What follows belongs to an exercise in optimizing a design on an open flow for small area and a short achievable clock period; a production flow would make more cautious choices. RTL that was checked went through simulation tests only; none was proved equivalent to the original. The RTL of runs 3 to 6 was laid out without a check of its function. Power and IR drop assume default switching activity.

==> flow/design.v <==
package rs_pkg;
    localparam int PR_WIDTH  = 6;
    localparam int ROB_WIDTH = 5;
    localparam int OP_WIDTH  = 4;
    localparam int AGE_WIDTH = 8;
    localparam int ALU_DEPTH = 4;
    localparam int MUL_DEPTH = 2;
    localparam int DIV_DEPTH = 2;
    localparam int NUM_CDB = 4;
    typedef enum logic [1:0] {
        unit_alu,
        unit_mul,
        unit_div
    } rs_unit_e;
    typedef struct packed {
        rs_unit_e              unit;
        logic [PR_WIDTH-1:0]   ps1;
        logic                  ps1_valid;
        logic [PR_WIDTH-1:0]   ps2;
        logic                  ps2_valid;
        logic [PR_WIDTH-1:0]   pd;
        logic [ROB_WIDTH-1:0]  rob_id;
        logic [OP_WIDTH-1:0]   op;
        logic [AGE_WIDTH-1:0]  age;
    } rs_dispatch_t;
    typedef struct packed {
        logic                  busy;
        logic [PR_WIDTH-1:0]   ps1;
        logic                  ps1_valid;
        logic [PR_WIDTH-1:0]   ps2;
        logic                  ps2_valid;
        logic [PR_WIDTH-1:0]   pd;
        logic [ROB_WIDTH-1:0]  rob_id;
        logic [OP_WIDTH-1:0]   op;
        logic [AGE_WIDTH-1:0]  age;
    } rs_entry_t;
    typedef struct packed {
        logic [PR_WIDTH-1:0]   ps1;
        logic [PR_WIDTH-1:0]   ps2;
        logic [PR_WIDTH-1:0]   pd;
        logic [ROB_WIDTH-1:0]  rob_id;
        logic [OP_WIDTH-1:0]   op;
    } rs_issue_t;
    typedef struct packed {
        logic                  valid;
        logic [PR_WIDTH-1:0]   pd;
    } cdb_t;
endpackage
module rs_wakeup (
    input  logic [5:0]  tag,
    input  logic [3:0]  cdb_valid,
    input  logic [23:0] cdb_pd,
    output logic        hit
);
    always_comb begin
        hit = 1'b0;
        for (int b = 0; b < 4; b++) begin
            hit = hit | (cdb_valid[b] && tag == cdb_pd[6*b +: 6]);
        end
    end
endmodule
module rs_station #(
    parameter int DEPTH        = 4,
    parameter bit OLDEST_FIRST = 1'b1
) (
    input  logic         clk,
    input  logic         kill,         
    input  logic         flush,
    input  logic         write,
    input  logic [5:0]   d_ps1,
    input  logic         d_ps1_rdy,    
    input  logic [5:0]   d_ps2,
    input  logic         d_ps2_rdy,
    input  logic [14:0]  d_rest,       
    input  logic [7:0]   d_age,
    input  logic [3:0]   cdb_valid,
    input  logic [23:0]  cdb_pd,
    input  logic         ready,
    output logic         issue_valid,
    output logic [26:0]  issue,
    output logic         full
);
    logic [DEPTH-1:0]        busy;
    logic [DEPTH-1:0][5:0]   ps1;
    logic [DEPTH-1:0][5:0]   ps2;
    logic [DEPTH-1:0]        v1;
    logic [DEPTH-1:0]        v2;
    logic [DEPTH-1:0][14:0]  rest;
    logic [DEPTH-1:0]        hit1;
    logic [DEPTH-1:0]        hit2;
    logic [DEPTH-1:0]        rdy;
    logic [DEPTH-1:0]        sel;
    logic [DEPTH-1:0]        alloc;
    logic [DEPTH*8-1:0]      age;
    logic [DEPTH*DEPTH-1:0]  older;
    for (genvar i = 0; i < DEPTH; i++) begin : g_wake
        rs_wakeup i_w1 (.tag(ps1[i]), .cdb_valid(cdb_valid), .cdb_pd(cdb_pd), .hit(hit1[i]));
        rs_wakeup i_w2 (.tag(ps2[i]), .cdb_valid(cdb_valid), .cdb_pd(cdb_pd), .hit(hit2[i]));
    end
    assign rdy  = busy & v1 & v2;
    assign full = &busy;
    for (genvar i = 0; i < DEPTH; i++) begin : g_alloc
        if (i == 0) begin : g_first
            assign alloc[i] = !busy[i];
        end else begin : g_rest
            assign alloc[i] = !busy[i] & (&busy[i-1:0]);
        end
    end
    if (OLDEST_FIRST) begin : g_age
        for (genvar i = 0; i < DEPTH; i++) begin : g_row
            always_ff @(posedge clk) begin
                if (!busy[i]) begin
                    age[8*i +: 8] <= d_age;
                end
            end
            for (genvar j = i + 1; j < DEPTH; j++) begin : g_pair
                always_ff @(posedge clk) begin
                    if (!busy[i]) begin
                        older[i*DEPTH+j] <= d_age <= age[8*j +: 8];
                    end else if (!busy[j]) begin
                        older[i*DEPTH+j] <= age[8*i +: 8] <= d_age;
                    end
                end
            end
        end
        for (genvar i = 0; i < DEPTH; i++) begin : g_sel
            logic [DEPTH-1:0] wins;
            for (genvar j = 0; j < DEPTH; j++) begin : g_cmp
                if (j < i) begin : g_lo
                    assign wins[j] = !rdy[j] | !older[j*DEPTH+i];
                end else if (j > i) begin : g_hi
                    assign wins[j] = !rdy[j] | older[i*DEPTH+j];
                end else begin : g_self
                    assign wins[j] = rdy[i];
                end
            end
            assign sel[i] = &wins;
        end
    end else begin : g_index
        for (genvar i = 0; i < DEPTH; i++) begin : g_sel
            if (i == 0) begin : g_first
                assign sel[i] = rdy[i];
            end else begin : g_rest
                assign sel[i] = rdy[i] & ~|rdy[i-1:0];
            end
        end
    end
    assign issue_valid = (|rdy) && ready && !flush;
    always_comb begin
        issue = '0;
        for (int i = 0; i < DEPTH; i++) begin
            issue = issue | ({27{sel[i]}} & {ps1[i], ps2[i], rest[i]});
        end
    end
    always_ff @(posedge clk) begin
        for (int i = 0; i < DEPTH; i++) begin
            if (!busy[i]) begin
                ps1[i]  <= d_ps1;
                ps2[i]  <= d_ps2;
                rest[i] <= d_rest;
                v1[i]   <= d_ps1_rdy;
                v2[i]   <= d_ps2_rdy;
            end else begin
                v1[i]   <= v1[i] | hit1[i];
                v2[i]   <= v2[i] | hit2[i];
            end
        end
    end
    always_ff @(posedge clk) begin
        if (kill) begin
            busy <= '0;
        end else begin
            busy <= (busy & ~(sel & {DEPTH{issue_valid}})) | (alloc & {DEPTH{write}});
        end
    end
endmodule
module rs_cluster (
    input  logic         clk,
    input  logic         reset,
    input  logic         flush,
    input  logic         dispatch_valid,
    input  logic [1:0]   dispatch_unit,
    input  logic [5:0]   dispatch_ps1,
    input  logic         dispatch_ps1_valid,
    input  logic [5:0]   dispatch_ps2,
    input  logic         dispatch_ps2_valid,
    input  logic [5:0]   dispatch_pd,
    input  logic [4:0]   dispatch_rob_id,
    input  logic [3:0]   dispatch_op,
    input  logic [7:0]   dispatch_age,
    input  logic [3:0]   cdb_valid,
    input  logic [23:0]  cdb_pd,
    input  logic         alu_ready,
    input  logic         mul_ready,
    input  logic         div_ready,
    output logic         alu_issue_valid,
    output logic         mul_issue_valid,
    output logic         div_issue_valid,
    output logic [26:0]  alu_issue,
    output logic [26:0]  mul_issue,
    output logic [26:0]  div_issue,
    output logic         alu_full,
    output logic         mul_full,
    output logic         div_full
);
    logic        kill;
    logic        in_hit1;
    logic        in_hit2;
    logic        d_ps1_rdy;
    logic        d_ps2_rdy;
    logic [14:0] d_rest;
    assign kill   = reset | flush;
    assign d_rest = {dispatch_pd, dispatch_rob_id, dispatch_op};
    rs_wakeup i_in1 (.tag(dispatch_ps1), .cdb_valid(cdb_valid), .cdb_pd(cdb_pd), .hit(in_hit1));
    rs_wakeup i_in2 (.tag(dispatch_ps2), .cdb_valid(cdb_valid), .cdb_pd(cdb_pd), .hit(in_hit2));
    assign d_ps1_rdy = dispatch_ps1_valid | in_hit1;
    assign d_ps2_rdy = dispatch_ps2_valid | in_hit2;
    rs_station #(.DEPTH(4), .OLDEST_FIRST(1'b1)) i_alu_station (
        .clk(clk), .kill(kill), .flush(flush),
        .write(dispatch_valid && dispatch_unit == 2'd0),
        .d_ps1(dispatch_ps1), .d_ps1_rdy(d_ps1_rdy),
        .d_ps2(dispatch_ps2), .d_ps2_rdy(d_ps2_rdy),
        .d_rest(d_rest), .d_age(dispatch_age),
        .cdb_valid(cdb_valid), .cdb_pd(cdb_pd),
        .ready(alu_ready),
        .issue_valid(alu_issue_valid), .issue(alu_issue), .full(alu_full)
    );
    rs_station #(.DEPTH(2), .OLDEST_FIRST(1'b0)) i_mul_station (
        .clk(clk), .kill(kill), .flush(flush),
        .write(dispatch_valid && dispatch_unit == 2'd1),
        .d_ps1(dispatch_ps1), .d_ps1_rdy(d_ps1_rdy),
        .d_ps2(dispatch_ps2), .d_ps2_rdy(d_ps2_rdy),
        .d_rest(d_rest), .d_age(dispatch_age),
        .cdb_valid(cdb_valid), .cdb_pd(cdb_pd),
        .ready(mul_ready),
        .issue_valid(mul_issue_valid), .issue(mul_issue), .full(mul_full)
    );
    rs_station #(.DEPTH(2), .OLDEST_FIRST(1'b0)) i_div_station (
        .clk(clk), .kill(kill), .flush(flush),
        .write(dispatch_valid && dispatch_unit == 2'd2),
        .d_ps1(dispatch_ps1), .d_ps1_rdy(d_ps1_rdy),
        .d_ps2(dispatch_ps2), .d_ps2_rdy(d_ps2_rdy),
        .d_rest(d_rest), .d_age(dispatch_age),
        .cdb_valid(cdb_valid), .cdb_pd(cdb_pd),
        .ready(div_ready),
        .issue_valid(div_issue_valid), .issue(div_issue), .full(div_full)
    );
endmodule
==> flow/flow/run.sh <==
#!/bin/bash
# The standard layout, with plain buf_1 cells as the port buffers.
set -euo pipefail
export BUFFER_PORTS_ARGS="-buffer_cell sky130_fd_sc_hd__buf_1"
bash standard.sh > standard_flow.log 2>&1
==> flow/standard.sh <==
#!/bin/bash
# synth_recipe.tcl (not shown) runs the flow's synth.tcl, then flattens the netlist and writes it again
# the make line also repeats each setting of config.mk as NAME=value (left out here)
make -C /OpenROAD-flow-scripts/flow DESIGN_CONFIG=/design/flow/config.mk WORK_HOME=/design/flow/orfs CLKGATE_MAP_FILE= SYNTH_SCRIPT=/design/flow/synth_recipe.tcl "${@:-finish}"
==> flow/config.mk <==
export PLATFORM = sky130hd
export DESIGN_NAME = rs_cluster
export DESIGN_NICKNAME = rs_cluster
export VERILOG_FILES = /design/flow/design.v
export SDC_FILE = /design/flow/constraint.sdc
export NUM_CORES = 4
export LEC_CHECK = 0
export CAP_MARGIN = 20
export CORE_MARGIN = 2
export CORE_UTILIZATION = 40
export SLEW_MARGIN = 20
==> flow/constraint.sdc <==
create_clock -name core_clock -period 9.0 [get_ports {clk}]
set_input_delay 1.8000 -clock core_clock [delete_from_list [all_inputs] [get_ports {clk}]]
set_output_delay 1.8000 -clock core_clock [all_outputs]
set_load 0.01 [all_outputs]
==> metrics.md, run 1 <==
| Metric | Value |
|---|---|
| Post-CTS sizing | 0 |
| CTS tree | yes |
| Worst hold path class | reg2reg |
| Area post-placement | between 0.015 and 0.02 sq mm |
| Gr ovfl total | 0 |
| # nets final | around 1600 |
| Setup WS post-layout | 4230 ps |
| Initial Util | between 40% and 50% |
| Seq/Total Area, Yosys | roughly 50% |
| Antenna cells | 0 |
| Final Critical Period | 4770 ps |
| Vias per cell | around 5.7 |
| Vias in the first global route | about 12000 |
| First-pass GRT wire length | roughly 74 mm |
| ANT nets after route | 0 |
| Avg WL per Cell | 24.8 um |
| Final Hold Vio Count | 0 |
| TritonCTS buffer count | 34 |
| CP peak stage delay | roughly 620 ps |
| Pleak | 0.00636 uW |
| MaxCap Viol Count | 0 |
| P&R area growth vs syn | 11.3% |
| F_max | 209 MHz |
| Clk sinks | 278 |
| Slew Limit Headroom | 21.5% |
| Clock H-tree levels | 2 |
| Final Routed Wirelength | roughly 50 mm |
| Root Driver | clkbuf_16 |
| Crit. Startpoint | i_alu_station.busy[0]$_SDFF_PP0_ |
| Ranking of synthesized cells by area | edfxtp_1 (47%), xor2_1 (12%), xnor2_1 (12%), a22o_1 (4.4%), nand4_1 (3.1%) |
| Synth top cells by count | edfxtp_1 (254), xor2_1 (218), xnor2_1 (214) |
| Yosys cell types | 52 |
| Met3 Usage GRT | under 10% |
| Initial antenna violation count | 0 |
| Die Ht | 205 um |
| Max VDD drop | ~0.00016 V |
| Largest net degree at the start of global routing | 36 |
| Layout Skew | roughly 16 ps |
| Clk buf depth | 3 |
| Crit end category | primary output |
| Met1 Track Usage GR | roughly 31% |
| DRC viols | 0 |
| Post-synth EDFFs | roughly 250 |
| First-pass DRT Iterations | 5 |
| Final setup viols | 0 |
| Fin Hold WS | around 530 ps |
| Setup TNS | 0 ps |
| Hold Crit Start | i_mul_station.v2[1]$_DFF_P_ |
| Crit path max fanout | 22 |
| Critical path, cell by cell | and3_1 > o21ai_0 > nor2_2 > buf_4 > a22o_1 > a221o_1 > buf_1 |
| Worst-path clk slew | 60 ps |
| Die W | between 200 and 250 um |
| Cell area after synthesis | around 0.016 sq mm |
| GR Util met2 | around two fifths |
| Clock latency on the worst-skew pair | ~560 ps |
| Synth warn | 3 |
| Post-place setup slack | 4390 ps |
| IO Count | approximately 160 |
| Final instance area | 0.0180 sq mm |
| Num rows | between 70 and 80 |
| Pwr dens | between 150 and 200 mW/mm^2 |
| Most frequent cell after synthesis | edfxtp_1 |
| Syn nets | between 1500 and 2000 |
| CP startpoint kind | flip-flop |
| Status | timing/DRC/antenna clean |
| Worst EP required | ~7200 ps |
| Post-DP HPWL | 30.9 mm |
| Crit path max-delay cell type | dfxtp_1 |
| I/O Buffers | between 150 and 200 |
| Core Util, Final | between 40% and 50% |
| Measured slew at the worst slew-check pin | roughly 1200 ps |
| Vias | roughly 11000 |
| RSZ-0062 raised after global routing | no |
| Tot GR Track Use | a little under a quarter |
| Fin. max-slew vios | 0 |
| Routability cong. | 0.855 |
| Crit path arrival time | 2970 ps |
| Ys async rst share | 0% |
| Setup bufs post-CTS | 0 |
| DIE AREA | approximately 0.042 sq mm |
| Drt first-iter violations | ~1100 |
| Fraction of layout cells with a size suffix above 1 | under 10% |
| Cells after synthesis | approximately 1400 |
| Hold-fix buffers, CTS | 0 |
| Critical R2R Launch | i_alu_station.age[17]$_DFFE_PN_ |
| Core Box Area | 0.0398 sq mm |
| Kind of critical path | reg2out |
| Yosys top cell area share | 47.1% |
| Final Cycle Share | a little over half |
| Top Usage Layer GRT | met2 |
| Mean post-synth cell area | around 12 sq um |
| Post-synth top area cell | edfxtp_1 |
| Synthesized flop and latch total | roughly 280 |
| Ys flop type | edfxtp_1 |
stage by stage:
step / std cells / total power (uW)
after floorplan: 1398 / 1830
after global placement: 1945 / 1930
after detailed placement: 1945 / 1940
after CTS: 2007 / 3260
after global routing: 2007 / 3340
final: 2007 / 3230
cells in the final DEF (no fill, tap or decap), drive strengths merged, types with 8 or more instances in the layout:
cell type    n
edfxtp     254
xor2       218
xnor2      214
buf        205
a22o        81
nand4       80
nor4        69
clkbuf      47
nor2        40
inv         39
ha          32
a221o       27
dfxtp       24
nor3        18
a21oi       15
nand3       14
clkinv      13
o21ai       11
o21a        10
nand2        8
a31oi        8
a211oi       8
per-layer routing:
metal  wire [um]  part of all wire (%)  vias to the layer above
met5           0                     0                        -
li1            -                     -                     5125
met2       23000                    46                      516
met1       21000                    42                     5699
met4        2060                   4.1                        0
met3        3740                   7.5                      136
sequential cells by signal, summed over array words and instances, names as in the netlist, 24 cells and up:
name                cells
i_alu_station.rest     60
i_alu_station.age      32
i_div_station.rest     30
i_mul_station.rest     30
i_alu_station.ps1      24
i_alu_station.ps2      24
cells by family (layout without fill, tap and decap cells):
logic type / after synthesis / after routing / share of synthesized area, %
xor gates and xnor gates: 432 / 432 / 23.3
AOI/OAI and AO/OA: 179 / 179 / 9.00
and+or+nand+nor: 254 / 254 / 8.93
muxes: 1 / 1 / 0.0695
DFF: 278 / 278 / 50.0
adders and majority gates: 32 / 32 / 2.47
buffers and inverters: 222 / 306 / 6.16
final timing paths:
check	endpoint	slack [ps]	cells past startpoint
setup reg to reg	i_alu_station.older[11]$_DFFE_PP_	6780	8
hold reg to reg	i_mul_station.v2[1]$_DFF_P_	530	2
hold / removal	i_mul_station.v2[1]$_DFF_P_	530	2
setup / recovery	alu_issue[15]	4230	7
final cells by class:
| type | count | area [sq um] |
|---|---|---|
| clock buffers | 47 | 920 |
| flip-flops and latches | 278 | 8110 |
| clock inverters | 15 | 148 |
| inverters | 39 | 146 |
| repair buffers | 205 | 938 |
| multi-input cells | 898 | 7120 |
| well taps | 525 | 657 |
| fillers | 3698 | 21800 |
worst max-delay path, delay by kind of cell, from the launching register on:
kind	cells	cell delay [ps]
and+or+nand+nor	2	690
AOI/OAI and AO/OA	3	490
DFF	1	620
buffers and inverters	2	590
power by group:
part | internal [uW] | leakage (uW) | total [uW] | switching, uW
logic | 152 | 0.00297 | 361 | 209
clock network | 756 | 0.000514 | 1310 | 557
registers | 1490 | 0.00288 | 1560 | 74.6
==> run 2: changes to the inputs <==
==> flow/run.sh (new file) <==
#!/bin/bash
# synth_recipe.tcl (not shown) runs the flow's synth.tcl, then flattens the netlist and writes it again
# the make line also repeats each setting of config.mk as NAME=value (left out here)
make -C /OpenROAD-flow-scripts/flow DESIGN_CONFIG=/design/flow/config.mk WORK_HOME=/design/flow/orfs CLKGATE_MAP_FILE= SYNTH_SCRIPT=/design/flow/synth_recipe.tcl finish
removed: flow/flow/run.sh
removed: flow/standard.sh
==> run 2 against run 1 <==
  * Still clean on timing, DRC and antenna
  * Sequential power barely moved
  * Via count rose by 0.12%
  * Flip-flop and latch count did not move
  * Clock-buffer cell count fell by 12
  * Critical endpoint is now alu_issue_valid
  * Largest cell class unchanged
  * Highest routed layer unchanged
==> metrics.md, run 2 <==
| Metric | Value |
|---|---|
| Final Cycle Share | 60.3% |
| Hold-fix buffers, CTS | 0 |
| Layout Skew | roughly 27 ps |
| IO Count | 161 |
| F_max | between 150 and 200 MHz |
| Most frequent CP cell | clkdlybuf4s50_1 |
| Reg2reg path depth | 8 |
| Gr ovfl total | 0 |
| Root Driver | clkbuf_16 |
| Worst-path clk slew | 60 ps |
| Pleak | about 0.0067 uW |
| Cell area after synthesis | roughly 0.016 sq mm |
| Ys async rst share | 0% |
| Final Routed Wirelength | 50.0 mm |
| Clk buf depth | 3 |
| Commonest cells after routing, fill and taps aside | edfxtp_1 (254), xor2_1 (218), xnor2_1 (214) |
| Tot GR Track Use | about a quarter |
| Measured slew at the worst slew-check pin | a little over 1000 ps |
| Reg with most FFs | i_alu_station.rest |
| Clock H-tree levels | 1 |
| Post-CTS sizing | 0 |
| Delay-heaviest family, CP | buffers and inverters |
| Most common cell after layout, fill and taps aside | edfxtp_1 |
| RSZ-0062 raised after global routing | no |
| Met1 Track Usage GR | a little under a third |
| Core Box Area | approximately 0.040 sq mm |
| DRC viols | 0 |
| Inst Count DP | between 1500 and 2000 |
| Post-synth EDFFs | about 250 |
| Slew Limit Headroom | 30.4% |
| Worst EP required | 7200 ps |
| Crit path arrival time | approximately 3600 ps |
| Max VDD drop | between 0.00015 and 0.0002 V |
| Critical R2R Launch | i_alu_station.age[17]$_DFFE_PN_ |
| Crit path buffers/inverters | 2 |
| Vias | roughly 11000 |
| Crit path max fanout | 5 |
| Top Registers | i_alu_station.rest x60, i_alu_station.age x32 |
| Logic gate share of total power | between 10% and 20% |
| Register Area | 0.00811 sq mm |
| MaxCap Viol Count | 0 |
| Post-synth top area cell | edfxtp_1 |
| Syn nets | between 1500 and 2000 |
| Die Ht | between 200 and 250 um |
| Clk sinks | about 280 |
| CP peak stage delay | 670 ps |
| DIE AREA | ~0.042 sq mm |
| Sw frac | 25.6% |
| Crit path to | alu_issue_valid |
| Routability cong. | about 0.86 |
| Critical path, cell by cell | clkdlybuf4s50_1 > a311oi_1 > clkdlybuf4s50_1 |
| Synth warn | 3 |
| Non-filler cells, final | around 2000 |
| Final Critical Period | ~5400 ps |
| Fraction of layout cells with a size suffix above 1 | between 6 and 7% |
| Setup bufs post-CTS | 0 |
| Kind of critical path | in2out |
| Multi-input gate area | 0.00712 sq mm |
| Cells after synthesis | roughly 1400 |
| Pwr dens | 170 mW/mm^2 |
| Antenna cells | 0 |
| I/O Buffers | 160 |
| Synthesized flop and latch total | between 200 and 300 |
| Post-DP HPWL | 30.9 mm |
| Seq/Total Area, Yosys | around 50% |
| Mean post-synth cell area | ~12 sq um |
| # nets final | 1558 |
| Ranking of synthesized cells by area | edfxtp_1 (47%), xor2_1 (12%), xnor2_1 (12%), a22o_1 (4.4%), nand4_1 (3.1%) |
| TritonCTS buffer count | 31 |
| Clock latency on the worst-skew pair | roughly 600 ps |
| Met3 Usage GRT | 4.75% |
| WP depth | 3 |
| First-pass DRT Iterations | 5 |
| CTS tree | yes |
| Num rows | 73 |
| Fin. max-slew vios | 0 |
| Initial antenna violation count | 0 |
| Worst hold path class | reg2reg |
| Drt first-iter violations | ~1000 |
| Reg-to-reg critical path endpoint | i_alu_station.older[11]$_DFFE_PP_ |
| Status | timing/DRC/antenna clean |
| Avg WL per Cell | between 20 and 25 um |
| Fill cell total of the finished layout | approximately 3600 |
| Yosys top cell area share | approximately 47% |
| Final setup viols | 0 |
| Synth top cells by count | edfxtp_1 (254), xor2_1 (218), xnor2_1 (214) |
| Vias in the first global route | 11600 |
| Pint | about 2400 uW |
| ANT nets after route | 0 |
| Crit path max-delay cell type | clkdlybuf4s50_1 |
| First-pass GRT wire length | roughly 73 mm |
| Vias per cell | between 5 and 6 |
| P&R area growth vs syn | 17.1% |
| Clock share of power | 39.9% |
| CP startpoint kind | input pin |
| Die W | slightly above 200 um |
| Largest net degree at the start of global routing | 30 |
| Ys flop type | edfxtp_1 |
| GR Util met2 | 37.5% |
| Initial Util | 40.7% |
| Setup TNS | 0 ps |
| Sequential share of power | 48.2% |
| Max reg flops | 60 |
| Minimum setup slack among reg-to-reg paths | slightly below 7000 ps |
| Crit. Startpoint | flush |
| Crit end category | primary output |
| P_sw | between 800 and 900 uW |
| Top Usage Layer GRT | met2 |
| Most frequent cell after synthesis | edfxtp_1 |
| Final Hold Vio Count | 0 |
| Yosys cell types | 52 |
==> run 2: how the worst min path moves through the flow <==
stage,from,end,slack (ps),cells after the start
floorplan,i_div_station.busy[1]$_SDFF_PP0_,i_div_station.v2[1]$_DFF_P_,490,1
global placement,i_mul_station.v2[1]$_DFF_P_,i_mul_station.v2[1]$_DFF_P_,520,2
detailed placement,i_alu_station.v2[0]$_DFF_P_,i_alu_station.v2[0]$_DFF_P_,520,2
CTS,i_alu_station.v2[0]$_DFF_P_,i_alu_station.v2[0]$_DFF_P_,530,2
global route,i_alu_station.v2[0]$_DFF_P_,i_alu_station.v2[0]$_DFF_P_,560,2
finish,i_mul_station.v2[1]$_DFF_P_,i_mul_station.v2[1]$_DFF_P_,530,2
==> run 2: through the flow <==
stage               util (%)  worst slack, ps  power [uW]  hold WS [ps]  cell area (sq um)
floorplan                  -             4790        1830           488              16200
global placement        45.1             3600        1950           516              18000
detailed placement      45.1             3550        1970           521              18000
CTS                     47.7             3530        3250           529              19000
global route            47.7             3470        3340           559              19000
finish                  47.7             3570        3240           533              19000
==> run 2: area by class of cell <==
type                       count  area share (%)
sequential                   278            42.7
multi-input combinational    898            37.5
timing repair buffer         204            10.2
clock buffer                  35            4.16
tap                          525            3.46
clock inverter                23            1.21
inverter                      39           0.771
==> run 2: power by group through the flow <==
stage / Combinational, uW / Clock, uW / Sequential, uW
after global routing: 417 / 1360 / 1570
final: 387 / 1290 / 1560
after global placement: 371 / 0 / 1580
after CTS: 384 / 1310 / 1560
after detailed placement: 381 / 0 / 1590
after floorplan: 303 / 0 / 1530
==> run 2: metal layers <==
metal | vias up | routed length, um
li1 | 5117 | -
met2 | 524 | 23000
met1 | 5709 | 21100
met4 | 0 | 2080
met5 | - | 0
met3 | 140 | 3840
==> run 2: kinds of logic (layout without fill, tap and decap cells) <==
logic type,Yosys count,in the layout,share of synthesized area (%)
flops,278,278,50.0
buf+inv,222,301,6.16
simple gates,254,254,8.93
mux,1,1,0.0695
fa+ha+maj,32,32,2.47
compound gates,179,179,9.00
xor+xnor,432,432,23.3
==> run 2: worst reg2reg max path: cells and delay by family (launching register included) <==
kind                       cells  cell delay, ps
AOI/OAI and AO/OA              4             880
DFF                            1             350
muxes                          1             290
adders and majority gates      1             230
and+or+nand+nor                1             140
buffers and inverters          1              60
==> run 3: changes to the inputs <==
--- a/flow/design.v
+++ b/flow/design.v
@@ -87,17 +87,23 @@
     logic [DEPTH-1:0]        v2;
     logic [DEPTH-1:0][14:0]  rest;
+    logic [DEPTH-1:0]        sel;
+    logic                    any_rdy;
     logic [DEPTH-1:0]        hit1;
     logic [DEPTH-1:0]        hit2;
-    logic [DEPTH-1:0]        rdy;
-    logic [DEPTH-1:0]        sel;
     logic [DEPTH-1:0]        alloc;
+    logic [DEPTH-1:0]        busy_n;
+    logic [DEPTH-1:0]        v1_n;
+    logic [DEPTH-1:0]        v2_n;
+    logic [DEPTH-1:0]        rdy_n;
+    logic [DEPTH-1:0]        sel_n;
     logic [DEPTH*8-1:0]      age;
     logic [DEPTH*DEPTH-1:0]  older;
+    logic [DEPTH*DEPTH-1:0]  older_n;
     for (genvar i = 0; i < DEPTH; i++) begin : g_wake
         rs_wakeup i_w1 (.tag(ps1[i]), .cdb_valid(cdb_valid), .cdb_pd(cdb_pd), .hit(hit1[i]));
         rs_wakeup i_w2 (.tag(ps2[i]), .cdb_valid(cdb_valid), .cdb_pd(cdb_pd), .hit(hit2[i]));
     end
-    assign rdy  = busy & v1 & v2;
-    assign full = &busy;
+    assign full        = &busy;
+    assign issue_valid = any_rdy && ready && !flush;
     for (genvar i = 0; i < DEPTH; i++) begin : g_alloc
         if (i == 0) begin : g_first
@@ -107,5 +113,22 @@
         end
     end
+    always_comb begin
+        if (kill) begin
+            busy_n = '0;
+        end else begin
+            busy_n = (busy & ~(sel & {DEPTH{issue_valid}})) | (alloc & {DEPTH{write}});
+        end
+        for (int i = 0; i < DEPTH; i++) begin
+            v1_n[i] = busy[i] ? (v1[i] | hit1[i]) : d_ps1_rdy;
+            v2_n[i] = busy[i] ? (v2[i] | hit2[i]) : d_ps2_rdy;
+        end
+        rdy_n = busy_n & v1_n & v2_n;
+    end
     if (OLDEST_FIRST) begin : g_age
+        logic [DEPTH-1:0] a_lt;
+        logic [DEPTH-1:0] a_gt;
+        for (genvar k = 0; k < DEPTH; k++) begin : g_cmp
+            rs_age_cmp i_cmp (.a(d_age), .b(age[8*k +: 8]), .lt(a_lt[k]), .gt(a_gt[k]));
+        end
         for (genvar i = 0; i < DEPTH; i++) begin : g_row
             always_ff @(posedge clk) begin
@@ -115,10 +138,8 @@
             end
             for (genvar j = i + 1; j < DEPTH; j++) begin : g_pair
+                assign older_n[i*DEPTH+j] = !busy[i] ? !a_gt[j] :
+                                            !busy[j] ? !a_lt[i] : older[i*DEPTH+j];
                 always_ff @(posedge clk) begin
-                    if (!busy[i]) begin
-                        older[i*DEPTH+j] <= d_age <= age[8*j +: 8];
-                    end else if (!busy[j]) begin
-                        older[i*DEPTH+j] <= age[8*i +: 8] <= d_age;
-                    end
+                    older[i*DEPTH+j] <= older_n[i*DEPTH+j];
                 end
             end
@@ -126,25 +147,24 @@
         for (genvar i = 0; i < DEPTH; i++) begin : g_sel
             logic [DEPTH-1:0] wins;
-            for (genvar j = 0; j < DEPTH; j++) begin : g_cmp
+            for (genvar j = 0; j < DEPTH; j++) begin : g_w
                 if (j < i) begin : g_lo
-                    assign wins[j] = !rdy[j] | !older[j*DEPTH+i];
+                    assign wins[j] = !rdy_n[j] | !older_n[j*DEPTH+i];
                 end else if (j > i) begin : g_hi
-                    assign wins[j] = !rdy[j] | older[i*DEPTH+j];
+                    assign wins[j] = !rdy_n[j] | older_n[i*DEPTH+j];
                 end else begin : g_self
-                    assign wins[j] = rdy[i];
+                    assign wins[j] = rdy_n[i];
                 end
             end
-            assign sel[i] = &wins;
+            assign sel_n[i] = &wins;
         end
     end else begin : g_index
         for (genvar i = 0; i < DEPTH; i++) begin : g_sel
             if (i == 0) begin : g_first
-                assign sel[i] = rdy[i];
+                assign sel_n[i] = rdy_n[i];
             end else begin : g_rest
-                assign sel[i] = rdy[i] & ~|rdy[i-1:0];
-            end
-        end
-    end
-    assign issue_valid = (|rdy) && ready && !flush;
+                assign sel_n[i] = rdy_n[i] & ~|rdy_n[i-1:0];
+            end
+        end
+    end
     always_comb begin
         issue = '0;
@@ -159,17 +179,25 @@
                 ps2[i]  <= d_ps2;
                 rest[i] <= d_rest;
-                v1[i]   <= d_ps1_rdy;
-                v2[i]   <= d_ps2_rdy;
-            end else begin
-                v1[i]   <= v1[i] | hit1[i];
-                v2[i]   <= v2[i] | hit2[i];
-            end
-        end
-    end
-    always_ff @(posedge clk) begin
-        if (kill) begin
-            busy <= '0;
-        end else begin
-            busy <= (busy & ~(sel & {DEPTH{issue_valid}})) | (alloc & {DEPTH{write}});
+            end
+        end
+        v1      <= v1_n;
+        v2      <= v2_n;
+        busy    <= busy_n;
+        sel     <= sel_n;
+        any_rdy <= |rdy_n;
+    end
+endmodule
+module rs_age_cmp (
+    input  logic [7:0] a,
+    input  logic [7:0] b,
+    output logic       lt,
+    output logic       gt
+);
+    always_comb begin
+        lt = 1'b0;
+        gt = 1'b0;
+        for (int i = 0; i < 8; i++) begin
+            lt = (!a[i] & b[i]) | (!(a[i] ^ b[i]) & lt);
+            gt = (a[i] & !b[i]) | (!(a[i] ^ b[i]) & gt);
         end
     end
==> flow/flow/run.sh (new file) <==
#!/bin/bash
# The standard layout, with plain buf_1 cells as the port buffers.
set -euo pipefail
export BUFFER_PORTS_ARGS="-buffer_cell sky130_fd_sc_hd__buf_1"
bash standard.sh > standard_flow.log 2>&1
==> flow/standard.sh (new file) <==
#!/bin/bash
# synth_recipe.tcl (not shown) runs the flow's synth.tcl, then flattens the netlist and writes it again
# the make line also repeats each setting of config.mk as NAME=value (left out here)
make -C /OpenROAD-flow-scripts/flow DESIGN_CONFIG=/design/flow/config.mk WORK_HOME=/design/flow/orfs CLKGATE_MAP_FILE= SYNTH_SCRIPT=/design/flow/synth_recipe.tcl "${@:-finish}"
--- a/flow/config.mk
+++ b/flow/config.mk
@@ -9,3 +9,5 @@
 export CORE_MARGIN = 2
 export CORE_UTILIZATION = 40
+export CTS_BUF_LIST = sky130_fd_sc_hd__clkbuf_4 sky130_fd_sc_hd__clkbuf_8
+export SETUP_SLACK_MARGIN = 4.6
 export SLEW_MARGIN = 20
removed: flow/run.sh
==> run 3 against run 2 <==
  * Clock power barely moved
  * Core utilization fell by 3.3 points
  * Fmax rose by 27%
  * Synthesized cell count rose by 4.7%
  * Sequential share of layout area rose by 1.6 points
  * First-iteration DRC count fell by 1.6%
  * Clock-buffer cell count rose by 32
  * Global-route usage rose by 0.092 points
  * Highest routed layer is now met5
==> metrics.md, run 3 <==
| Metric | Value |
|---|---|
| Final Routed Wirelength | roughly 53 mm |
| Cell area after synthesis | 0.0171 sq mm |
| RSZ-0062 raised after global routing | no |
| Die Ht | ~210 um |
| Avg WL per Cell | approximately 25 um |
| Core Box Area | approximately 0.042 sq mm |
| Max VDD drop | between 0.00015 and 0.0002 V |
| Num rows | 75 |
| Vias per cell | 5.65 |
| Critical path, cell by cell | buf_1 > nor2_4 > buf_1 |
| P&R area growth vs syn | 9.28% |
| Worst hold path class | reg2reg |
| Clk sinks | approximately 290 |
| Delay-heaviest family, CP | buffers and inverters |
| TritonCTS buffer count | 50 |
| Tot GR Track Use | a little under a quarter |
| Fin. max-slew vios | 0 |
| # nets final | about 1700 |
| Initial Util | 40.6% |
| Ys async rst share | 0% |
| Post-synthesis compound-gate area fraction | 8.95% |
| Post-synth EDFFs | 248 |
| Final setup viols | 0 |
| F_max | 234 MHz |
| Post-Synth Adder-Cell Area | 3.08% |
| Crit path max-delay cell type | buf_1 |
| Measured slew at the worst slew-check pin | 1090 ps |
| Synthesized flop and latch total | between 200 and 300 |
| Pleak | 0.00666 uW |
| I/O Buffers | 160 |
| Crit path max fanout | 5 |
| Die W | about 210 um |
| Synth warn | 4 |
| Routability cong. | 0.863 |
| MaxCap Viol Count | 0 |
| Drt first-iter violations | 974 |
| Layout Skew | 25.1 ps |
| Setup bufs post-CTS | 0 |
| Most common cell after layout, fill and taps aside | edfxtp_1 |
| DIE AREA | 0.0444 sq mm |
| Area post-placement | between 0.015 and 0.02 sq mm |
| Largest net degree at the start of global routing | 44 |
| CP peak stage delay | 250 ps |
| Multiplexer area fraction after synthesis | 0% |
| Simple logic cell fraction of the synthesized area | 9.72% |
| Crit path arrival time | around 2500 ps |
| Gr ovfl total | 0 |
| Top Registers | i_alu_station.rest x60, i_alu_station.age x32 |
| Vias | between 10000 and 15000 |
| Setup TNS | 0 ps |
| CP startpoint kind | input pin |
| Ys flop type | edfxtp_1 |
| Final Cycle Share | 47.5% |
| Slew Limit Headroom | a little over a quarter |
| Seq/Total Area, Yosys | between 40% and 50% |
| Largest family of logic cells by synthesized area | XOR/XNOR gates |
| Crit path buffers/inverters | 2 |
| Kind of critical path | in2out |
| Fraction of layout cells with a size suffix above 1 | approximately 10% |
| Clk buf depth | 3 |
| Initial antenna violation count | 5 |
| Design Power | 3300 uW |
| Syn nets | approximately 1600 |
| Most frequent cell after synthesis | edfxtp_1 |
| ANT nets after route | 0 |
| Commonest cells after routing, fill and taps aside | edfxtp_1 (248), xnor2_1 (217), xor2_1 (215) |
| Worst EP required | between 7000 and 8000 ps |
| Root Driver | clkbuf_8 |
| Final Critical Period | around 4300 ps |
| Mean post-synth cell area | approximately 12 sq um |
| Final Hold Vio Count | 0 |
| Synth top cells by count | edfxtp_1 (248), xnor2_1 (217), xor2_1 (215) |
| Post-synth top area cell | edfxtp_1 |
| Cells after synthesis | between 1000 and 1500 |
| Ranking of synthesized cells by area | edfxtp_1 (44%), xnor2_1 (11%), xor2_1 (11%), dfxtp_1 (4.8%), ha_1 (3.1%) |
| IO Count | 161 |
| Most frequent CP cell | buf_1 |
| Clock H-tree levels | 2 |
| Max reg flops | 60 |
| Pwr dens | ~180 mW/mm^2 |
| First-pass DRT Iterations | 5 |
| Clock latency on the worst-skew pair | a little over 600 ps |
| Worst-path clk slew | roughly 60 ps |
| First-pass GRT wire length | between 70 and 80 mm |
| Vias in the first global route | roughly 12000 |
| Status | timing/DRC/antenna clean |
| Final instance area | 0.0187 sq mm |
| Crit end category | primary output |
| Yosys cell types | 63 |
| CTS tree | yes |
| Post-DP HPWL | 33.1 mm |
| Yosys top cell area share | about 44% |
| Reg with most FFs | i_alu_station.rest |
| Xor/xnor share of the synthesized area | between 20% and 30% |
| DRC viols | 0 |
[run 3: cell type report]
cell class | instances | area, sq um
Clock inverter | 27 | 273
Fill cell | 3954 | 23400
Inverter | 43 | 161
Multi-Input combinational cell | 946 | 7510
Antenna cell | 1 | 2.50
Tap cell | 539 | 674
Clock buffer | 67 | 828
Timing Repair Buffer | 206 | 958
Sequential cell | 289 | 8270
[run 3: cells by family after synthesis]
kind of cell	count (synthesis)
xor gates and xnor gates	432
DFF	289
and+or+nand+nor	276
buffers and inverters	229
AOI/OAI and AO/OA	196
adders and majority gates	42
[run 3: path summary, 6_finish.rpt]
| check | from | endpoint | slack (ps) | depth (start not counted) |
|---|---|---|---|---|
| worst max-delay path | flush | alu_issue_valid | 4720 | 3 |
| worst min-delay path | i_div_station.v2[0]$_DFF_P_ | i_div_station.v2[0]$_DFF_P_ | 580 | 3 |
| worst max register to register | i_alu_station.busy[1]$_DFF_P_ | i_alu_station.sel[2]$_DFF_P_ | 6060 | 9 |
| worst min register to register | i_div_station.v2[0]$_DFF_P_ | i_div_station.v2[0]$_DFF_P_ | 580 | 3 |
[run 3: metrics by stage]
stage / instances / util [%] / hold slack (ps) / setup slack [ps]
CTS: 2116 / 44.4 / 584 / 4630
finish: 2118 / 44.4 / 584 / 4720
detailed placement: 2022 / 41.7 / 567 / 4560
global placement: 2022 / 41.7 / 564 / 4570
global route: 2117 / 44.4 / 616 / 4650
floorplan: 1464 / - / 537 / 5060
[run 3: tightest hold or removal path: stages, from the launching register on]
cell,delay (ps)
dfxtp_1,310
nor2_1,40
nand3_1,70
o21a_1,130
[run 3: repair_timing]
item	CTS	global route
resized for setup	1	1
hold buffers	0	0
pin swaps	0	0
endpoints found under the setup margin	1	1
[run 3: power by group]
| group | switching, uW | total [uW] | internal [uW] |
|---|---|---|---|
| sequential | 70.1 | 1600 | 1530 |
| clock | 571 | 1320 | 751 |
| combinational | 223 | 378 | 155 |
| total | 864 | 3300 | 2440 |
[run 3: metal layers]
metal / wire length, um / vias to the layer above / track usage [%] / share of wire [%]
met3: 4700 / 136 / 5.98 / 8.9
met4: 1970 / 8 / 9.20 / 3.7
met5: 60 / - / 0 / 0.11
met2: 24100 / 575 / 37.8 / 46
met1: 22000 / 5879 / 30.7 / 42
li1: - / 5363 / - / -
==> run 4: changes to the inputs <==
--- a/flow/config.mk
+++ b/flow/config.mk
@@ -9,5 +9,3 @@
 export CORE_MARGIN = 2
 export CORE_UTILIZATION = 40
-export CTS_BUF_LIST = sky130_fd_sc_hd__clkbuf_4 sky130_fd_sc_hd__clkbuf_8
-export SETUP_SLACK_MARGIN = 4.6
 export SLEW_MARGIN = 20
==> run 4 against run 3 <==
  * Still clean
  * Flip-flop and latch count unchanged
  * Via count down 1.5%
  * Power up 2.7%
  * Setup slack worse by 110 ps
  * Clock-buffer cell count down 21
  * Core utilization up 0.11 points
  * Clock skew down 6.8 ps
  * Global-route usage down 0.21 points
  * Critical path type unchanged
  * Largest cell class unchanged
  * Largest power group unchanged
==> metrics.md, run 4 <==
| Metric | Value |
|---|---|
| # nets final | 1636 |
| Reg2reg path depth | 9 |
| Num rows | 75 |
| Synthesized flop and latch total | 289 |
| Clk sinks | just under 300 |
| Measured slew at the worst slew-check pin | about 1200 ps |
| Ys async rst share | 0% |
| Avg WL per Cell | around 25 um |
| Initial Util | a little over 40% |
| Cells after synthesis | ~1500 |
| Post-synth EDFFs | 248 |
| Largest net degree at the start of global routing | 44 |
| Most common cell after layout, fill and taps aside | edfxtp_1 |
| ANT nets after route | 0 |
| Final setup viols | 0 |
| Yosys top cell area share | between 40% and 50% |
| Syn nets | ~1600 |
| Sequential share of power | between 40% and 50% |
| Area post-placement | 0.0175 sq mm |
| Setup bufs post-CTS | 0 |
| Fraction of layout cells with a size suffix above 1 | roughly 8.3% |
| Crit path max fanout | 5 |
| Clk buf depth | 3 |
| Initial antenna violation count | 5 |
| CTS tree | yes |
| Root Driver | clkbuf_16 |
| Ys flop type | edfxtp_1 |
| Top Registers | i_alu_station.rest x60, i_alu_station.age x32 |
| Post-synth top area cell | edfxtp_1 |
| Routability cong. | about 0.86 |
| IO Count | about 160 |
| Post-DP HPWL | around 33 mm |
| Post-CTS sizing | 0 |
| Largest family of logic cells by synthesized area | XOR/XNOR gates |
| Setup WS post-layout | between 4000 and 5000 ps |
| Vias | 11800 |
| Final instance area | 0.0187 sq mm |
| Post-Synth Adder-Cell Area | between 3 and 4% |
| First-pass DRT Iterations | 5 |
| Kind of critical path | in2out |
| Sw frac | ~25% |
| Final Cycle Share | about half |
| P_sw | between 800 and 900 uW |
| Core Box Area | 0.0420 sq mm |
| Slew Limit Headroom | between 20% and 30% |
| First-pass GRT wire length | about 77 mm |
| Worst EP required | ~7200 ps |
| Drt first-iter violations | 987 |
| Vias in the first global route | about 12000 |
| Vias per cell | roughly 5.7 |
| Multiplexer area fraction after synthesis | 0% |
| Cell area after synthesis | 0.0171 sq mm |
| Yosys cell types | between 60 and 70 |
| F_max | about 230 MHz |
| Commonest cells after routing, fill and taps aside | edfxtp_1 (248), xnor2_1 (217), xor2_1 (215) |
| Worst Hold Depth | 3 |
| Clock H-tree levels | 2 |
| Pwr dens | between 150 and 200 mW/mm^2 |
| Seq/Total Area, Yosys | 48.4% |
| Reg with most FFs | i_alu_station.rest |
| Xor/xnor share of the synthesized area | 22.1% |
| Logic gate share of total power | between 10% and 20% |
| Post-place setup slack | between 4000 and 5000 ps |
| Layout Skew | 18.4 ps |
| I/O Buffers | 160 |
| Worst hold path class | reg2reg |
| Final Hold Vio Count | 0 |
| TritonCTS buffer count | 34 |
| Final Routed Wirelength | 52.3 mm |
| Tot GR Track Use | 23.4% |
| Synth warn | 4 |
| Mean post-synth cell area | about 12 sq um |
| Inst Count DP | roughly 2000 |
| Fin. max-slew vios | 0 |
| Clock share of power | between 40% and 50% |
| Crit path arrival time | 2590 ps |
| Gr ovfl total | 0 |
| Setup TNS | 0 ps |
| Simple logic cell fraction of the synthesized area | about a tenth |
| Die W | around 210 um |
| Pint | between 2000 and 3000 uW |
| Synth top cells by count | edfxtp_1 (248), xnor2_1 (217), xor2_1 (215) |
| Most frequent cell after synthesis | edfxtp_1 |
| Max VDD drop | approximately 0.00017 V |
| DIE AREA | 0.0444 sq mm |
| Max reg flops | 60 |
| MaxCap Viol Count | 0 |
| Crit end category | primary output |
| Non-filler cells, final | around 2100 |
| P&R area growth vs syn | 9.55% |
| DRC viols | 0 |
| Die Ht | about 210 um |
| Post-synthesis compound-gate area fraction | 8.95% |
| Clock latency on the worst-skew pair | about 540 ps |
| Pleak | between 0.006 and 0.007 uW |
| RSZ-0062 raised after global routing | no |
| Worst-path clk slew | 60 ps |
| Status | timing/DRC/antenna clean |
| Ranking of synthesized cells by area | edfxtp_1 (44%), xnor2_1 (11%), xor2_1 (11%), dfxtp_1 (4.8%), ha_1 (3.1%) |
| CP startpoint kind | input pin |
| Hold-fix buffers, CTS | 0 |
| Final Critical Period | approximately 4400 ps |
[run 4: worst paths after layout]
kind | slack [ps] | to | from
setup / recovery | 4610 | alu_issue_valid | flush
hold / removal | 580 | i_div_station.v2[0]$_DFF_P_ | i_div_station.v2[0]$_DFF_P_
setup reg to reg | 6020 | i_alu_station.sel[2]$_DFF_P_ | i_alu_station.busy[1]$_DFF_P_
hold reg to reg | 580 | i_div_station.v2[0]$_DFF_P_ | i_div_station.v2[0]$_DFF_P_
[run 4: cell families after synthesis]
group | count (synthesis)
xor+xnor | 432
flops | 289
simple gates | 276
buf+inv | 229
compound gates | 196
fa+ha+maj | 42
[run 4: layer usage]
layer | routed length, um | part of all wire [%] | track usage [%]
met4 | 1650 | 3.1 | 7.99
met5 | 46 | 0.088 | 0
met3 | 4290 | 8.2 | 5.08
met2 | 24400 | 47 | 37.9
met1 | 21900 | 42 | 31.1
[run 4: power by group through the flow]
stage / logic (uW) / registers (uW) / clock network [uW]
after floorplan: 330 / 1570 / 0
after global placement: 361 / 1630 / 0
after detailed placement: 373 / 1630 / 0
after CTS: 375 / 1600 / 1440
after global routing: 410 / 1610 / 1480
final: 376 / 1600 / 1410
[run 4: final cells by class]
type                            count  area (sq um)
Multi-Input combinational cell    946          7500
Antenna cell                        1          2.50
Clock buffer                       46           937
Sequential cell                   289          8270
Inverter                           43           161
Fill cell                        3945         23300
Timing Repair Buffer              206           966
Tap cell                          539           674
Clock inverter                     15           210
[run 4: stage by stage]
step,hold WS (ps),utilization (%),power [uW]
global placement,564,41.7,1990
floorplan,537,-,1900
CTS,584,44.5,3420
detailed placement,567,41.7,2000
finish,580,44.5,3390
global route,615,44.5,3500
[run 4: critical path, stage by stage]
cell    delay, ps
buf_1         170
nor2_1        330
buf_1         280
==> run 5: changes to the inputs <==
--- a/flow/design.v
+++ b/flow/design.v
@@ -117,5 +117,5 @@
             busy_n = '0;
         end else begin
-            busy_n = (busy & ~(sel & {DEPTH{issue_valid}})) | (alloc & {DEPTH{write}});
+            busy_n = (busy & ~(sel & {DEPTH{ready}})) | (alloc & {DEPTH{write}});
         end
         for (int i = 0; i < DEPTH; i++) begin
==> flow/flow/run.sh (replaced) <==
#!/bin/bash
# The standard layout, with plain buf_1 cells as the port buffers and a clock
# tree without dummy loads.
set -euo pipefail
export BUFFER_PORTS_ARGS="-buffer_cell sky130_fd_sc_hd__buf_1"
export CTS_ARGS="-sink_clustering_enable -repair_clock_nets -dont_use_dummy_load -buf_list {sky130_fd_sc_hd__clkbuf_4 sky130_fd_sc_hd__clkbuf_8}"
bash standard.sh > standard_flow.log 2>&1
--- a/flow/config.mk
+++ b/flow/config.mk
@@ -9,3 +9,4 @@
 export CORE_MARGIN = 2
 export CORE_UTILIZATION = 40
+export SETUP_SLACK_MARGIN = 5.0
 export SLEW_MARGIN = 20
==> run 5 against run 4 <==
  * Still clean on timing, DRC and antenna
  * Via count increased by 0.89%
  * Hold slack lost 24 ps
  * Final cell count is 0.62% lower
  * Clock power is 31% lower
  * Combinational power about the same
  * Routed wire length fell by 1.3%
  * Die area shrank 1.3%
  * Critical path depth unchanged
  * Fmax up 7.2%
  * Clock skew up 92 ps
  * Area after synthesis shrank 1.3%
  * Largest cell class unchanged
==> metrics.md, run 5 <==
| Metric | Value |
|---|---|
| Initial Util | 40.4% |
| Gr ovfl total | 0 |
| MaxCap Viol Count | 0 |
| Reg-to-reg critical path endpoint | i_alu_station.sel[2]$_DFF_P_ |
| Die Ht | between 200 and 250 um |
| Worst EP required | just over 7000 ps |
| Num rows | 75 |
| Synthesized flop and latch total | 289 |
| Seq/Total Area, Yosys | 49.0% |
| Tot GR Track Use | a little under a quarter |
| TritonCTS buffer count | 50 |
| Non-filler cells, final | just over 2000 |
| DRC viols | 0 |
| Root Driver | clkbuf_8 |
| Clk sinks | between 200 and 300 |
| Reg with most FFs | i_alu_station.rest |
| Initial antenna violation count | 1 |
| Post-synthesis compound-gate area fraction | around a tenth |
| Minimum setup slack among reg-to-reg paths | 5910 ps |
| Final setup viols | 0 |
| Cell area after synthesis | between 0.015 and 0.02 sq mm |
| WHS Endpoint | i_alu_station.v1[0]$_DFF_P_ |
| Vias in the first global route | 12300 |
| Post-synth top area cell | edfxtp_1 |
| Inst Count DP | between 2000 and 2500 |
| Most common cell after layout, fill and taps aside | edfxtp_1 |
| Final Critical Period | approximately 4100 ps |
| Fin. max-slew vios | 0 |
| First-pass DRT Iterations | 6 |
| Largest family of logic cells by synthesized area | XOR/XNOR gates |
| First-pass GRT wire length | between 70 and 80 mm |
| Most frequent cell after synthesis | edfxtp_1 |
| Yosys top cell area share | between 40% and 50% |
| RSZ-0062 raised after global routing | yes |
| Post-DP HPWL | about 33 mm |
| Clock H-tree levels | 2 |
| IO Count | roughly 160 |
| Synth warn | 4 |
| Fin Hold WS | around 560 ps |
| Final Routed Wirelength | just over 50 mm |
| Clk buf depth | 3 |
| Layout Skew | 110 ps |
| Final Hold Vio Count | 0 |
| Multi-input gate area | around 0.0075 sq mm |
| Top Registers | i_alu_station.rest x60, i_alu_station.age x32 |
| Sw frac | between 20% and 30% |
| # nets final | between 1500 and 2000 |
| Reg2reg path depth | 9 |
| I/O Buffers | 160 |
| Commonest cells after routing, fill and taps aside | edfxtp_1 (248), xnor2_1 (220), xor2_1 (212) |
| Xor/xnor share of the synthesized area | 22.4% |
| Design Power | about 3000 uW |
| Syn nets | about 1600 |
| Pleak | around 0.0065 uW |
| Logic gate share of total power | about 13% |
| Pint | approximately 2200 uW |
| CTS tree | yes |
| Fill cell total of the finished layout | roughly 3900 |
| Sequential share of power | roughly 54% |
| P_sw | 784 uW |
| Crit end category | primary output |
| Final Cycle Share | a little under half |
| Routability cong. | 0.858 |
| Clock share of power | roughly 33% |
| DIE AREA | between 0.04 and 0.05 sq mm |
| Worst Hold Depth | 3 |
| Ys flop type | edfxtp_1 |
| Synth top cells by count | edfxtp_1 (248), xnor2_1 (220), xor2_1 (212) |
| Core Box Area | around 0.042 sq mm |
| Max reg flops | 60 |
| Vias per cell | 5.74 |
| Avg WL per Cell | between 20 and 25 um |
| Setup TNS | 0 ps |
| Critical R2R Launch | i_alu_station.busy[3]$_DFF_P_ |
| Multiplexer area fraction after synthesis | less than 1% |
| Pwr dens | between 150 and 200 mW/mm^2 |
| Ys async rst share | 0% |
| Post-synth EDFFs | 248 |
| ANT nets after route | 0 |
| Kind of critical path | in2out |
| Worst hold path class | reg2reg |
| Post-Synth Adder-Cell Area | 3.12% |
| Hold Crit Start | i_alu_station.v1[0]$_DFF_P_ |
| CP startpoint kind | input pin |
| P&R area growth vs syn | 8.56% |
| Vias | roughly 12000 |
| Mean post-synth cell area | about 12 sq um |
| Drt first-iter violations | ~950 |
| Clock latency on the worst-skew pair | approximately 660 ps |
| Die W | 209 um |
| Fraction of layout cells with a size suffix above 1 | 8.81% |
| Worst-path clk slew | approximately 60 ps |
| Cells after synthesis | around 1500 |
| Measured slew at the worst slew-check pin | 1030 ps |
| Slew Limit Headroom | a little over 30% |
| Simple logic cell fraction of the synthesized area | 9.24% |
| Ranking of synthesized cells by area | edfxtp_1 (44%), xnor2_1 (11%), xor2_1 (11%), dfxtp_1 (4.9%), ha_1 (3.1%) |
| Max VDD drop | about 0.00011 V |
| Register Area | just over 0.008 sq mm |
| Largest net degree at the start of global routing | 42 |
| Status | timing/DRC/antenna clean |
| F_max | between 200 and 250 MHz |
| Crit path arrival time | roughly 2300 ps |
| Yosys cell types | 70 |
| Crit path max fanout | 4 |
[run 5: cell count changes in the layout (fill, tap and decap cells not counted), sizes merged, moves of 4 or more]
cell and delta:
nand2 -5, or3 +6, clkinv -6, bufinv -4
nor2b -5, nor4 -5, buf -4, o21a -4
clkbuf +6, inv +6, nor3 -4
[run 5: critical path, cell delays in order]
cell and delay, ps:
buf_12 110, and3b_2 270, buf_6 110
[run 5: worst max path at each step]
stage                     start              end  slack [ps]  cells past startpoint
final                     flush  alu_issue_valid        4900                      3
after global routing      flush  alu_issue_valid        4890                      3
after CTS                 flush  alu_issue_valid        4900                      3
after detailed placement  flush  alu_issue_valid        4680                      3
after global placement    flush  alu_issue_valid        4670                      3
after floorplan           flush  alu_issue_valid        5160                      1
[run 5: cell type report]
class | count | area share [%]
Timing Repair Buffer | 204 | 5.25
Tap cell | 539 | 3.68
Inverter | 53 | 1.09
Multi-Input combinational cell | 936 | 41.0
Clock buffer | 50 | 3.76
Antenna cell | 1 | 0.0137
Sequential cell | 289 | 45.2
[run 5: metrics by stage]
| step | setup slack (ps) | area, sq um | utilization (%) |
|---|---|---|---|
| 2_1_floorplan | 5160 | 16900 | - |
| 3_3_place_gp | 4670 | 17600 | 42.1 |
| 3_5_place_dp | 4680 | 17600 | 42.1 |
| 4_1_cts | 4900 | 18300 | 43.8 |
| 5_1_grt | 4890 | 18300 | 43.8 |
| 6_report | 4900 | 18300 | 43.8 |
[run 5: cells by family (layout without fill, tap and decap cells)]
family / after synthesis / after routing
buffers and inverters: 238 / 307
AOI/OAI and AO/OA: 200 / 200
muxes: 1 / 1
other: 0 / 1
DFF: 289 / 289
xor gates and xnor gates: 432 / 432
adders and majority gates: 42 / 42
and+or+nand+nor: 261 / 261
[run 5: what timing repair did]
item                                    CTS  global route
resized for setup                        13             5
setup buffers                             0             0
pin swaps                                 0             1
hold buffers                              0             0
endpoints found under the setup margin    4            19
[run 5: layer usage]
metal / vias up / share of wire (%) / global-route usage, %
li1: 5302 / - / -
met1: 5913 / 41 / 29.4
met2: 519 / 48 / 38.9
met3: 152 / 7.2 / 4.88
met4: 0 / 4.1 / 10.8
met5: - / 0 / 0
[run 5: power groups by stage]
stage	Clock (uW)	Combinational (uW)	Sequential [uW]
6_report	977	374	1610
2_1_floorplan	0	317	1570
3_5_place_dp	0	369	1630
4_1_cts	1010	372	1600
3_3_place_gp	0	357	1630
5_1_grt	1050	405	1610
==> run 6: changes to the inputs <==
--- a/flow/config.mk
+++ b/flow/config.mk
@@ -9,4 +9,4 @@
 export CORE_MARGIN = 2
 export CORE_UTILIZATION = 40
-export SETUP_SLACK_MARGIN = 5.0
+export SETUP_SLACK_MARGIN = 4.6
 export SLEW_MARGIN = 20
==> run 6 against run 5 <==
  * Still clean on timing, DRC and antenna
  * Global-route usage hardly changed
  * Register-to-register slack better by 40 ps
  * Power hardly changed
  * Flip-flop and latch count stayed put
  * Sequential power hardly changed
  * Synthesized cell count stayed put
  * Critical path type unchanged
==> metrics.md, run 6 <==
| Metric | Value |
|---|---|
| Status | timing/DRC/antenna clean |
| Synthesized flop and latch total | roughly 290 |
| Layout Skew | roughly 110 ps |
| Vias in the first global route | about 12000 |
| Measured slew at the worst slew-check pin | about 1000 ps |
| Seq/Total Area, Yosys | about half |
| Fin. max-slew vios | 0 |
| Post-DP HPWL | around 33 mm |
| TritonCTS buffer count | 50 |
| Worst Hold Depth | 3 |
| Worst hold path class | reg2reg |
| P&R area growth vs syn | 8.30% |
| Reg-to-reg critical path endpoint | i_alu_station.sel[2]$_DFF_P_ |
| Yosys cell types | 70 |
| CP startpoint kind | input pin |
| Die W | around 210 um |
| Pleak | 0.00650 uW |
| Most frequent cell after synthesis | edfxtp_1 |
| Fraction of layout cells with a size suffix above 1 | 8.09% |
| Final Hold Vio Count | 0 |
| Clock H-tree levels | 2 |
| Vias per cell | roughly 5.7 |
| Commonest cells after routing, fill and taps aside | edfxtp_1 (248), xnor2_1 (220), xor2_1 (212) |
| Crit path max fanout | 4 |
| Slew Limit Headroom | about 31% |
| Initial Util | 40.4% |
| Yosys top cell area share | between 40% and 50% |
| CTS tree | yes |
| Clock share of power | 33.1% |
| Cells after synthesis | between 1000 and 1500 |
| Gr ovfl total | 0 |
| Crit path arrival time | about 2500 ps |
| Reg with most FFs | i_alu_station.rest |
| Mean post-synth cell area | approximately 12 sq um |
| Sequential share of power | about 54% |
| Routability cong. | between 0.8 and 0.9 |
| Tot GR Track Use | between 20% and 30% |
| MaxCap Viol Count | 0 |
| Ys flop type | edfxtp_1 |
| Clk buf depth | 3 |
| Avg WL per Cell | about 25 um |
| # nets final | ~1700 |
| F_max | 232 MHz |
| Vias | approximately 12000 |
| Die Ht | around 210 um |
| Cell area after synthesis | between 0.015 and 0.02 sq mm |
| RSZ-0062 raised after global routing | no |
| Drt first-iter violations | approximately 900 |
| P_sw | just under 800 uW |
| Pint | approximately 2200 uW |
| Synth warn | 4 |
| First-pass DRT Iterations | 5 |
| Core Box Area | between 0.04 and 0.05 sq mm |
| Crit. Startpoint | flush |
| Num rows | 75 |
| Worst-path clk slew | approximately 60 ps |
| Ys async rst share | 0% |
| Hold Crit Start | i_alu_station.v1[0]$_DFF_P_ |
| Syn nets | ~1600 |
| Top Registers | i_alu_station.rest x60, i_alu_station.age x32 |
| Sw frac | 26.5% |
| Final Routed Wirelength | between 50 and 60 mm |
| Clock latency on the worst-skew pair | approximately 670 ps |
| DRC viols | 0 |
| Setup TNS | 0 ps |
| Non-filler cells, final | between 2000 and 2500 |
| ANT nets after route | 0 |
| Max VDD drop | roughly 0.00011 V |
| Largest net degree at the start of global routing | 42 |
| Final Critical Period | between 4000 and 5000 ps |
| Hold-fix buffers, CTS | 0 |
| Ranking of synthesized cells by area | edfxtp_1 (44%), xnor2_1 (11%), xor2_1 (11%), dfxtp_1 (4.9%), ha_1 (3.1%) |
| Critical R2R Launch | i_alu_station.busy[3]$_DFF_P_ |
| Crit end category | primary output |
| Most common cell after layout, fill and taps aside | edfxtp_1 |
| Max reg flops | 60 |
| WHS Endpoint | i_alu_station.v1[0]$_DFF_P_ |
| IO Count | 161 |
| Final Cycle Share | a little under half |
| First-pass GRT wire length | ~77 mm |
| Synth top cells by count | edfxtp_1 (248), xnor2_1 (220), xor2_1 (212) |
| Clk sinks | 289 |
| Final setup viols | 0 |
| Minimum setup slack among reg-to-reg paths | 5950 ps |
| Inst Count DP | 2021 |
| Post-synth top area cell | edfxtp_1 |
| Post-synth EDFFs | roughly 250 |
| Logic gate share of total power | about an eighth |
| Initial antenna violation count | 2 |
| Fill cell total of the finished layout | around 3900 |
| I/O Buffers | between 150 and 200 |
| Root Driver | clkbuf_8 |
| Pwr dens | around 160 mW/mm^2 |
| Fin Hold WS | 556 ps |
| Worst EP required | approximately 7000 ps |
| Reg2reg path depth | 9 |
| DIE AREA | around 0.044 sq mm |
| Kind of critical path | in2out |
[run 6: cell counts after synthesis]
No cell type changed its count.
[run 6: stage by stage]
step	util (%)	total power (uW)	area, sq um	setup slack [ps]
4_1_cts	43.7	2980	18300	4620
2_1_floorplan	-	1890	16900	5160
5_1_grt	43.7	3070	18300	4630
6_report	43.7	2960	18300	4690
3_3_place_gp	42.1	1990	17600	4670
3_5_place_dp	42.1	2000	17600	4680
[run 6: cells by family (layout without fill, tap and decap cells)]
| group | after synthesis | after routing | synth area share, % |
|---|---|---|---|
| DFF | 289 | 289 | 49.0 |
| xor gates and xnor gates | 432 | 432 | 22.4 |
| muxes | 1 | 1 | 0.0668 |
| other | 0 | 1 | 0 |
| and+or+nand+nor | 261 | 261 | 9.24 |
| buffers and inverters | 238 | 307 | 6.54 |
| AOI/OAI and AO/OA | 200 | 200 | 9.57 |
| adders and majority gates | 42 | 42 | 3.12 |
[run 6: final cells by class]
| type | count | area (sq um) | area share, % |
|---|---|---|---|
| diodes | 1 | 2.50 | 0.0137 |
| clock buffers | 50 | 688 | 3.77 |
| inverters | 53 | 199 | 1.09 |
| multi-input cells | 936 | 7500 | 41.1 |
| flip-flops and latches | 289 | 8270 | 45.3 |
| well taps | 539 | 674 | 3.69 |
| repair buffers | 204 | 931 | 5.10 |
[run 6: repair_timing]
action / in CTS / in global routing
buffers inserted: 0 / 0
setup endpoints to repair: 0 / 1
gates resized for setup: 0 / 1
endpoints found under the hold margin: 0 / 0
[run 6: routing by layer]
| layer | track usage [%] | routed length (um) |
|---|---|---|
| met5 | 0 | 9 |
| met3 | 4.79 | 3750 |
| met4 | 10.8 | 2130 |
| met1 | 29.3 | 21000 |
| met2 | 38.9 | 24800 |
[run 6: power groups by stage]
stage / clock [uW] / combinational (uW) / sequential, uW
CTS: 1010 / 371 / 1600
global route: 1050 / 404 / 1610
detailed placement: 0 / 369 / 1630
floorplan: 0 / 317 / 1570
global placement: 0 / 357 / 1630
finish: 977 / 373 / 1610
[run 6: worst max-delay path by stage]
stage	end	slack, ps
global route	alu_full	4630
detailed placement	alu_issue_valid	4680
CTS	alu_full	4620
floorplan	alu_issue_valid	5160
finish	alu_issue_valid	4690
global placement	alu_issue_valid	4670
[run 6: worst max-delay path, stage by stage]
cell and delay [ps]:
buf_1 290, and3b_1 270, buf_1 140

-- separate check: timing with driven ports --
In the flow no input, the clock included, has a driving cell. The finished layouts below were timed again as built, in two steps.
Step 1 assumes that a clkbuf_16 drives the clock port and a buf_2 every other input.
Step 2 adds t to the input delays and takes it off the output delays; t is the mean of the earliest and latest rising clock arrival at the registers after step 1. Input paths then give back, and output paths get back, about the clock's delay inside the block.
Three values: ideal, step 1, step 2; two values: the first two.
run | shift t [ns] | setup slack, ns | pins driven straight from the clock port
run 1 | 0.603 | 4.226 / 4.172 / 4.397 | 1
run 2 | 0.644 | 3.574 / 3.550 / 3.550 | 1
run 3 | 0.655 | 4.722 / 4.698 / 4.628 | 1
run 4 | 0.577 | 4.608 / 4.584 / 4.584 | 1
run 5 | 0.665 | 4.905 / 4.852 / 4.608 | 1
run 6 | 0.668 | 4.694 / 4.670 / 4.610 | 1
After both steps setup and hold are still met in every run listed. The setup slack of run 5, which loses most, moves by -0.053 ns with the drivers and by -0.297 ns with both steps.
